What follows belongs to an exercise in optimizing a design on an open flow for small area and few clock cycles per item; a production flow would make more cautious choices.
In this exercise RTL edits were held to simulation tests only and were not proved equivalent to the original.
Power is estimated from default activity; no workload was simulated.

**flow/config.mk**
```make
export PLATFORM = sky130hd
export DESIGN_NAME = lse_add_top
export DESIGN_NICKNAME = lse_add_top
export VERILOG_FILES = /design/flow/design.v
export SDC_FILE = /design/flow/constraint.sdc
export NUM_CORES = 4
export LEC_CHECK = 0
export CAP_MARGIN = 20
export CORE_MARGIN = 2
export CORE_UTILIZATION = 40
export SLEW_MARGIN = 20
```
**flow/constraint.sdc**
```tcl
create_clock -name core_clock -period 5.0 [get_ports {clk}]
set_input_delay 1.0000 -clock core_clock [delete_from_list [all_inputs] [get_ports {clk}]]
set_output_delay 1.0000 -clock core_clock [all_outputs]
set_load 0.01 [all_outputs]
```
**flow/design.v**
```verilog
module lse_add_pipe #(
   parameter  int WIDTH         = 24,
   parameter  int LUT_SIZE      = 1024,
   parameter  int LUT_PRECISION = 10,
   parameter  int DIFF_SHIFT    = 0,
   parameter  int STAT_WIDTH    = 32,
   localparam int AW            = $clog2(LUT_SIZE)
) (
   input  logic                     clk,
   input  logic                     rst_n,
   input  logic                     in_valid,
   output logic                     in_ready,
   input  logic signed [WIDTH-1:0]  in_a,
   input  logic signed [WIDTH-1:0]  in_b,
   input  logic [1:0]               in_mode,
   output logic                     out_valid,
   input  logic                     out_ready,
   output logic signed [WIDTH-1:0]  out_result,
   input  logic                     lut_we,
   input  logic [AW-1:0]            lut_addr,
   input  logic [LUT_PRECISION-1:0] lut_wdata,
   output logic [STAT_WIDTH-1:0]    stat_ops,
   output logic [STAT_WIDTH-1:0]    stat_sat
);
   localparam logic [WIDTH-1:0] NEG_INF  = {1'b1, {(WIDTH-1){1'b0}}};
   localparam logic [WIDTH:0]   LUT_LIM  = (WIDTH+1)'(LUT_SIZE);
   localparam logic [AW:0]      ADDR_LIM = (AW+1)'(LUT_SIZE);
   function automatic logic [5:0] fld6_max(input logic [5:0] a, input logic [5:0] b);
      if (a == 6'h20)      fld6_max = b;
      else if (b == 6'h20) fld6_max = a;
      else                 fld6_max = ($signed(a) > $signed(b)) ? a : b;
   endfunction
   function automatic logic [11:0] fld12_max(input logic [11:0] a, input logic [11:0] b);
      if (a == 12'h800)      fld12_max = b;
      else if (b == 12'h800) fld12_max = a;
      else                   fld12_max = ($signed(a) > $signed(b)) ? a : b;
   endfunction
   function automatic logic [WIDTH-1:0] lane6_max(input logic [WIDTH-1:0] a, input logic [WIDTH-1:0] b);
      logic [WIDTH-1:0] r;
      r = '0;
      for (int l = 0; l < WIDTH/6; l++) r[l*6 +: 6] = fld6_max(a[l*6 +: 6], b[l*6 +: 6]);
      lane6_max = r;
   endfunction
   function automatic logic [WIDTH-1:0] lane12_max(input logic [WIDTH-1:0] a, input logic [WIDTH-1:0] b);
      logic [WIDTH-1:0] r;
      r = '0;
      for (int l = 0; l < WIDTH/12; l++) r[l*12 +: 12] = fld12_max(a[l*12 +: 12], b[l*12 +: 12]);
      lane12_max = r;
   endfunction
   function automatic logic sat_ovf(input logic signed [WIDTH:0] s);
      sat_ovf = !s[WIDTH] && s[WIDTH-1];
   endfunction
   function automatic logic signed [WIDTH-1:0] sat_pos(input logic signed [WIDTH:0] s);
      if (sat_ovf(s)) sat_pos = {1'b0, {(WIDTH-1){1'b1}}};
      else            sat_pos = s[WIDTH-1:0];
   endfunction
   logic                     r_vld_p1, r_vld_p2, r_vld_p3;
   logic signed [WIDTH-1:0]  r_mx_p1, r_mx_p2, r_res_p3;
   logic [AW-1:0]            r_idx_p1;
   logic                     r_cor_en_p1;
   logic [LUT_PRECISION-1:0] r_corr_p2;
   logic [LUT_PRECISION-1:0] r_lut [LUT_SIZE];
   logic w_s1_load, w_s1_adv, w_s2_load, w_s2_adv, w_s3_load;
   assign w_s3_load = !r_vld_p3 || out_ready;
   assign w_s2_adv  = r_vld_p2 && w_s3_load;
   assign w_s2_load = !r_vld_p2 || w_s2_adv;
   assign w_s1_adv  = r_vld_p1 && w_s2_load;
   assign w_s1_load = !r_vld_p1 || w_s1_adv;
   assign in_ready   = w_s1_load;
   assign out_valid  = r_vld_p3;
   assign out_result = r_res_p3;
   logic signed [WIDTH-1:0] w_a, w_b, w_mx, w_mn, w_sel;
   logic [WIDTH-1:0]        w_d, w_idx_full, w_pk;
   logic                    w_a_ninf, w_b_ninf, w_packed, w_cor_en;
   assign w_a        = in_a;
   assign w_b        = in_b;
   assign w_a_ninf   = (w_a == NEG_INF);
   assign w_b_ninf   = (w_b == NEG_INF);
   assign w_packed   = (in_mode == 2'b01) || (in_mode == 2'b10);
   assign w_mx       = (w_a >= w_b) ? w_a : w_b;
   assign w_mn       = (w_a >= w_b) ? w_b : w_a;
   assign w_d        = w_mx - w_mn;
   assign w_idx_full = w_d >> DIFF_SHIFT;
   assign w_pk       = (in_mode == 2'b01) ? lane6_max(w_a, w_b) : lane12_max(w_a, w_b);
   assign w_cor_en   = !w_packed && !w_a_ninf && !w_b_ninf && ({1'b0, w_idx_full} < LUT_LIM);
   always_comb begin
      w_sel = w_mx;
      if (w_packed)      w_sel = w_pk;
      else if (w_a_ninf) w_sel = w_b;
      else if (w_b_ninf) w_sel = w_a;
   end
   logic signed [WIDTH:0] w_sum;
   assign w_sum = {r_mx_p2[WIDTH-1], r_mx_p2} + {{(WIDTH+1-LUT_PRECISION){1'b0}}, r_corr_p2};
   always_ff @(posedge clk or negedge rst_n) begin
      if (!rst_n) begin
         r_vld_p1 <= 1'b0;
         r_vld_p2 <= 1'b0;
         r_vld_p3 <= 1'b0;
         r_res_p3 <= '0;
      end else begin
         if (w_s1_load) r_vld_p1 <= in_valid;
         if (w_s2_load) r_vld_p2 <= r_vld_p1;
         if (w_s3_load) r_vld_p3 <= r_vld_p2;
         if (w_s3_load && r_vld_p2) r_res_p3 <= sat_pos(w_sum);
      end
   end
   always_ff @(posedge clk) begin
      if (w_s1_load && in_valid) begin
         r_mx_p1     <= w_sel;
         r_idx_p1    <= w_idx_full[AW-1:0];
         r_cor_en_p1 <= w_cor_en;
      end
      if (w_s2_load && r_vld_p1) begin
         r_mx_p2   <= r_mx_p1;
         r_corr_p2 <= r_cor_en_p1 ? r_lut[r_idx_p1] : '0;
      end
   end
   always_ff @(posedge clk or negedge rst_n) begin
      if (!rst_n) begin
         for (int i = 0; i < LUT_SIZE; i++) r_lut[i] <= '0;
      end else if (lut_we && ({1'b0, lut_addr} < ADDR_LIM)) begin
         r_lut[lut_addr] <= lut_wdata;
      end
   end
   logic                  r_sat_p3;
   logic [STAT_WIDTH-1:0] r_stat_ops, r_stat_sat;
   always_ff @(posedge clk or negedge rst_n) begin
      if (!rst_n) begin
         r_sat_p3   <= 1'b0;
         r_stat_ops <= '0;
         r_stat_sat <= '0;
      end else begin
         if (w_s3_load && r_vld_p2) r_sat_p3 <= sat_ovf(w_sum);
         if (r_vld_p3 && out_ready) begin
            r_stat_ops <= r_stat_ops + 1'b1;
            if (r_sat_p3) r_stat_sat <= r_stat_sat + 1'b1;
         end
      end
   end
   assign stat_ops = r_stat_ops;
   assign stat_sat = r_stat_sat;
endmodule
module lse_add_top (
   input  logic        clk,
   input  logic        rst_n,
   input  logic        in_valid,
   output logic        in_ready,
   input  logic [23:0] in_a,
   input  logic [23:0] in_b,
   input  logic [1:0]  in_mode,
   output logic        out_valid,
   input  logic        out_ready,
   output logic [23:0] out_result,
   input  logic        lut_we,
   input  logic [6:0]  lut_addr,
   input  logic [9:0]  lut_wdata,
   output logic [31:0] stat_ops,
   output logic [31:0] stat_sat
);
   lse_add_pipe #(
      .WIDTH(24), .LUT_SIZE(128), .LUT_PRECISION(10), .DIFF_SHIFT(0), .STAT_WIDTH(32)
   ) u_pipe (
      .clk(clk), .rst_n(rst_n),
      .in_valid(in_valid), .in_ready(in_ready), .in_a(in_a), .in_b(in_b), .in_mode(in_mode),
      .out_valid(out_valid), .out_ready(out_ready), .out_result(out_result),
      .lut_we(lut_we), .lut_addr(lut_addr), .lut_wdata(lut_wdata),
      .stat_ops(stat_ops), .stat_sat(stat_sat)
   );
endmodule
```
**flow/run.sh**
```bash
#!/bin/bash
# synth_recipe.tcl (not shown) runs the flow's synth.tcl, then flattens the netlist and writes it again
# the make line also repeats each setting of config.mk as NAME=value (left out here)
make -C /OpenROAD-flow-scripts/flow DESIGN_CONFIG=/design/flow/config.mk WORK_HOME=/design/flow/orfs CLKGATE_MAP_FILE= SYNTH_SCRIPT=/design/flow/synth_recipe.tcl finish
```
==> notes.md <==
what timing repair did:
action | 4_1_cts | 5_1_grt
endpoints found under the hold margin | 0 | 0
gates resized for setup | 0 | 1
setup endpoints to repair | 0 | 1
state kept, by name (all words and copies together), names as in the netlist:
signal / flops
u_pipe.r_vld_p1: 1
u_pipe.r_sat_p3: 1
u_pipe.r_cor_en_p1: 1
u_pipe.r_vld_p3: 1
u_pipe.r_vld_p2: 1
u_pipe.r_idx_p1: 7
u_pipe.r_mx_p2: 24
u_pipe.r_corr_p2: 10
u_pipe.r_stat_sat: 32
u_pipe.r_lut: 1280
u_pipe.r_res_p3: 24
u_pipe.r_stat_ops: 32
u_pipe.r_mx_p1: 24
per-stage QoR:
step / TNS, ps / setup slack (ps) / total power, mW / utilization / cells
2_1_floorplan: 0 / 414 / 15.0 / - / 4992
3_3_place_gp: -414 / -414 / 16.7 / 0.458 / 7742
3_5_place_dp: -496 / -496 / 16.8 / 0.458 / 7742
4_1_cts: 0 / 364 / 29.1 / 0.493 / 8034
5_1_grt: 0 / 53.4 / 29.9 / 0.493 / 8035
6_report: 0 / 341 / 29.1 / 0.493 / 8047
synthesized netlist by cell type (6+ instances only):
| cell type | number |
|---|---|
| o21ai_0 | 62 |
| a222oi_1 | 11 |
| and3_1 | 21 |
| o21ai_1 | 10 |
| a31oi_1 | 14 |
| xnor2_1 | 57 |
| buf_1 | 8 |
| and2_1 | 19 |
| xor2_1 | 31 |
| nor2b_1 | 23 |
| a22o_1 | 136 |
| nor2_1 | 290 |
| o211ai_1 | 14 |
| a21oi_1 | 71 |
| dfrtp_1 | 1372 |
| clkbuf_1 | 226 |
| ha_1 | 41 |
| a221oi_1 | 141 |
| buf_2 | 16 |
| or3_1 | 7 |
| nor3_1 | 38 |
| a211oi_1 | 7 |
| o22ai_1 | 7 |
| mux2_2 | 1284 |
| or4_1 | 6 |
| nor4_1 | 41 |
| nand3_1 | 114 |
| a21boi_0 | 6 |
| nand2b_1 | 13 |
| edfxtp_1 | 66 |
| mux2i_1 | 9 |
| nand4_1 | 110 |
| a21o_1 | 12 |
| inv_1 | 55 |
| nand2_1 | 194 |
| a22oi_1 | 353 |
| nand3b_1 | 8 |
layer usage:
metal,wire [µm],share of wire,GRT usage,vias up
li1,-,-,-,20352
met1,134000,0.40,0.536,27974
met2,131000,0.39,0.533,3580
met3,45500,0.14,0.171,995
met4,24900,0.074,0.246,24
met5,296,0.00088,0.00654,-
logic make-up after synthesis:
family / count (synthesis)
AO/OA/AOI/OAI: 897
XOR/XNOR: 88
adder cells (fa/ha/maj): 42
buffers and inverters: 311
flip-flops: 1438
multiplexers: 1295
AND/OR/NAND/NOR: 921
critical path, delay by kind of cell:
family	cells	cell delay, ps
AOI/OAI and AO/OA	7	1520
muxes	1	200
buffers and inverters	3	670
and+or+nand+nor	6	1360
adders and majority gates	2	530
power breakdown:
| part | switching, mW | total [mW] | internal [mW] |
|---|---|---|---|
| Sequential | 0.613 | 13.4 | 12.7 |
| Combinational | 1.92 | 3.34 | 1.42 |
| Clock | 5.24 | 12.4 | 7.17 |
| Total | 7.77 | 29.1 | 21.3 |
cells in the final DEF (no fill, tap or decap), types with 19 or more instances in the layout:
cell,instances
nor2b_1,22
o21ai_0,62
clkdlybuf4s50_1,150
nand2_1,194
clkbuf_8,33
mux2_2,1284
nor4_1,41
nor2_2,40
nand4_1,110
a22o_1,136
clkbuf_16,160
nand3_1,114
a21oi_1,71
clkbuf_1,32
clkinv_2,24
buf_12,29
a221oi_1,141
dfrtp_1,1372
xnor2_1,57
buf_4,665
edfxtp_1,66
nor2_1,247
nor3_1,37
a22oi_1,353
inv_1,55
xor2_1,31
and3_1,21
ha_1,41
and2_1,19
worst min path at each step:
stage / from / slack (ps) / cells after the start / to
after global placement: u_pipe.r_mx_p1[16]$_DFFE_PP_ / 400 / 0 / u_pipe.r_mx_p2[16]$_DFFE_PP_
after floorplan: u_pipe.r_mx_p1[0]$_DFFE_PP_ / 400 / 0 / u_pipe.r_mx_p2[0]$_DFFE_PP_
after CTS: rst_n / 170 / 1 / u_pipe.r_lut[35][1]$_DFFE_PN0P_
after global routing: rst_n / 190 / 1 / u_pipe.r_lut[83][3]$_DFFE_PN0P_
final: rst_n / 170 / 1 / u_pipe.r_lut[48][7]$_DFFE_PN0P_
after detailed placement: u_pipe.r_mx_p1[16]$_DFFE_PP_ / 400 / 0 / u_pipe.r_mx_p2[16]$_DFFE_PP_
cell type report:
type                       count  area, µm²  area share
timing repair buffer         846       7130      0.0900
clock buffer                 225       4580      0.0578
clock inverter                67        896      0.0113
multi-input combinational   3243      27400       0.346
tap                         2160       2700      0.0341
sequential                  1438      36300       0.458
inverter                      56        210     0.00265
antenna                       12       30.0    0.000379
==> flow_metrics.env <==
export IMPL_status="finished clean"
export IMPL_slew_viol_final=0
export IMPL_wl_per_cell_um=41.7
export IMPL_worst_pin_slew_ps=1230
export IMPL_fill_cells=14395
export IMPL_yosys_area_top_type="dfrtp_1"
export IMPL_yosys_top_cells_area="dfrtp_1, mux2_2, a22oi_1"
export IMPL_clk_pin_slew_ps=60
export IMPL_max_freq_mhz=215
export IMPL_required_ps=5630
export IMPL_grt_max_degree=130
export IMPL_reg2reg_depth=9
export IMPL_placementRows=147
export IMPL_die_x_um=406
export IMPL_post_cts_buffers=0
export IMPL_cts_root_buf="clkbuf_16"
export IMPL_grtUsageTotal=0.402
export IMPL_clkLatencyLatePin_ps=850
export IMPL_layout_min_cycle_time_ps=4660
export IMPL_synthSimpleGateAreaFrac=0.0691
export IMPL_cts_tree="built"
export IMPL_cap_violations=0
export IMPL_p_leak_nw=37.1
export IMPL_finalSetupViolCount=0
export IMPL_yosysSeqAreaShare=0.561
export IMPL_fin_skew_ps=31.5
export IMPL_vias=52925
export IMPL_synth_nets=5106
export IMPL_postPlaceCellArea_um2=73700
export IMPL_synth_fa_ha_area_frac=0.00823
export IMPL_drc=0
export IMPL_fin_area_um2=79200
export IMPL_r2r_setup_slack_ps=420
export IMPL_slew_headroom=0.181
export IMPL_grt_pass1_wl_um=446000
export IMPL_die_area_um2=165000
export IMPL_drt_first_pass_iters=6
export IMPL_postSynthCellCount=4992
export IMPL_clock_sinks=1438
export IMPL_synth_top_family_by_area="multiplexers"
export IMPL_pwr_density_cell_nw_per_um2=367
export IMPL_crit_slowest_cell="clkdlybuf4s50_1"
export IMPL_async_reset_ff_frac=0.954
export IMPL_cp_start_kind="input port"
export IMPL_place_gp_congestion=1.08
export IMPL_postSynthAreaPerCell_um2=13.0
export IMPL_ys_ff_latch=1438
export IMPL_synth_top_area_frac=0.530
export IMPL_grt_ovfl_total=0
export IMPL_synth_area_um2=64800
export IMPL_cp_arrival_ps=5290
export IMPL_r2r_end="u_pipe.r_corr_p2[8]$_SDFFCE_PN0P_"
export IMPL_syn_to_final_growth_pct=22.3
export IMPL_antenna_found_initial=34
export IMPL_hold_buffers=0
export IMPL_cp_end_kind="register"
export IMPL_yosys_warnings=2
export IMPL_die_h_um=406
export IMPL_ys_types=93
export IMPL_hpwlAfterDp_um=240000
export IMPL_drive_gt1_frac=0.395
export IMPL_synthXorXnorAreaFrac=0.0119
export IMPL_max_stage_delay_ps=480
export IMPL_worstSetupStartpoint="in_b[10]"
export IMPL_path_class="input port to register"
export IMPL_ir_drop_mv=0.361
export IMPL_timing_final_crit_share=0.932
export IMPL_core_um2=161000
export IMPL_initial_core_util=0.403
export IMPL_ant_nets=0
export IMPL_timing_rr_start="u_pipe.r_idx_p1[1]$_DFFE_PP_"
export IMPL_cp_max_fo=4
export IMPL_crit_end="u_pipe.r_cor_en_p1$_DFFE_PP_"
export IMPL_grt_pass1_vias=50643
export IMPL_hold_path_class="input port to asynchronous set/reset pin"
export IMPL_fin_nets=5858
export IMPL_holdWs_ps=171
export IMPL_cts_made_buffers=159
export IMPL_routed_wl_um=335000
export IMPL_rsz0062_at_grt="no"
export IMPL_io_buffers=161
export IMPL_synth_edff_count=66
export IMPL_synthMuxAreaShare=0.225
export IMPL_drt_iter0_drc=8383
export IMPL_viasPerCell=6.58
export IMPL_cts_htree_levels=4
export IMPL_crit_chain="clkdlybuf4s50_1 -> inv_1 -> ha_1 -> and2_1 -> a221oi_4 -> nor2_2 -> or3_1 -> o21ai_0 -> nor2_1 -> ha_1 -> a31o_2 -> buf_4 -> o21ai_1 -> a21oi_1 -> a211oi_2 -> mux2_1 -> o2111ai_1 -> nor4b_2 -> nor4b_2"
export IMPL_hold_viol=0
export IMPL_clk_path_buf_depth=3
export IMPL_io_pins=162
export IMPL_synth_compound_area_frac=0.106
export IMPL_synth_ff_type="dfrtp_1"
Testbench counts, summed over its fixed seeds: cycles 16,024, items 16,000.

separate check: timing with driven ports:
Ports are ideal in the flow. The routed layout listed here was re-timed in OpenROAD.
Step 1 assumes that a clkbuf_16 drives the clock port and a buf_2 every other input.
Step 2 times the ports against the registers' clock, not the clock port: input delays grow and output delays shrink by t, the midpoint of the rising clock arrivals with the driver on.
a / b / c = no drivers / after step 1 / after step 2; a / b = the first two.
t, ns: 0.919
slack for setup (ns): 0.341 / 0.408 / -0.512
clock arrival spread, ns: 0.047 / 0.047
With both steps, setup timing fails in this run, where it was met with ideal ports. For this run, drivers alone change the setup slack by +0.067 ns; drivers and shift together by -0.853 ns.
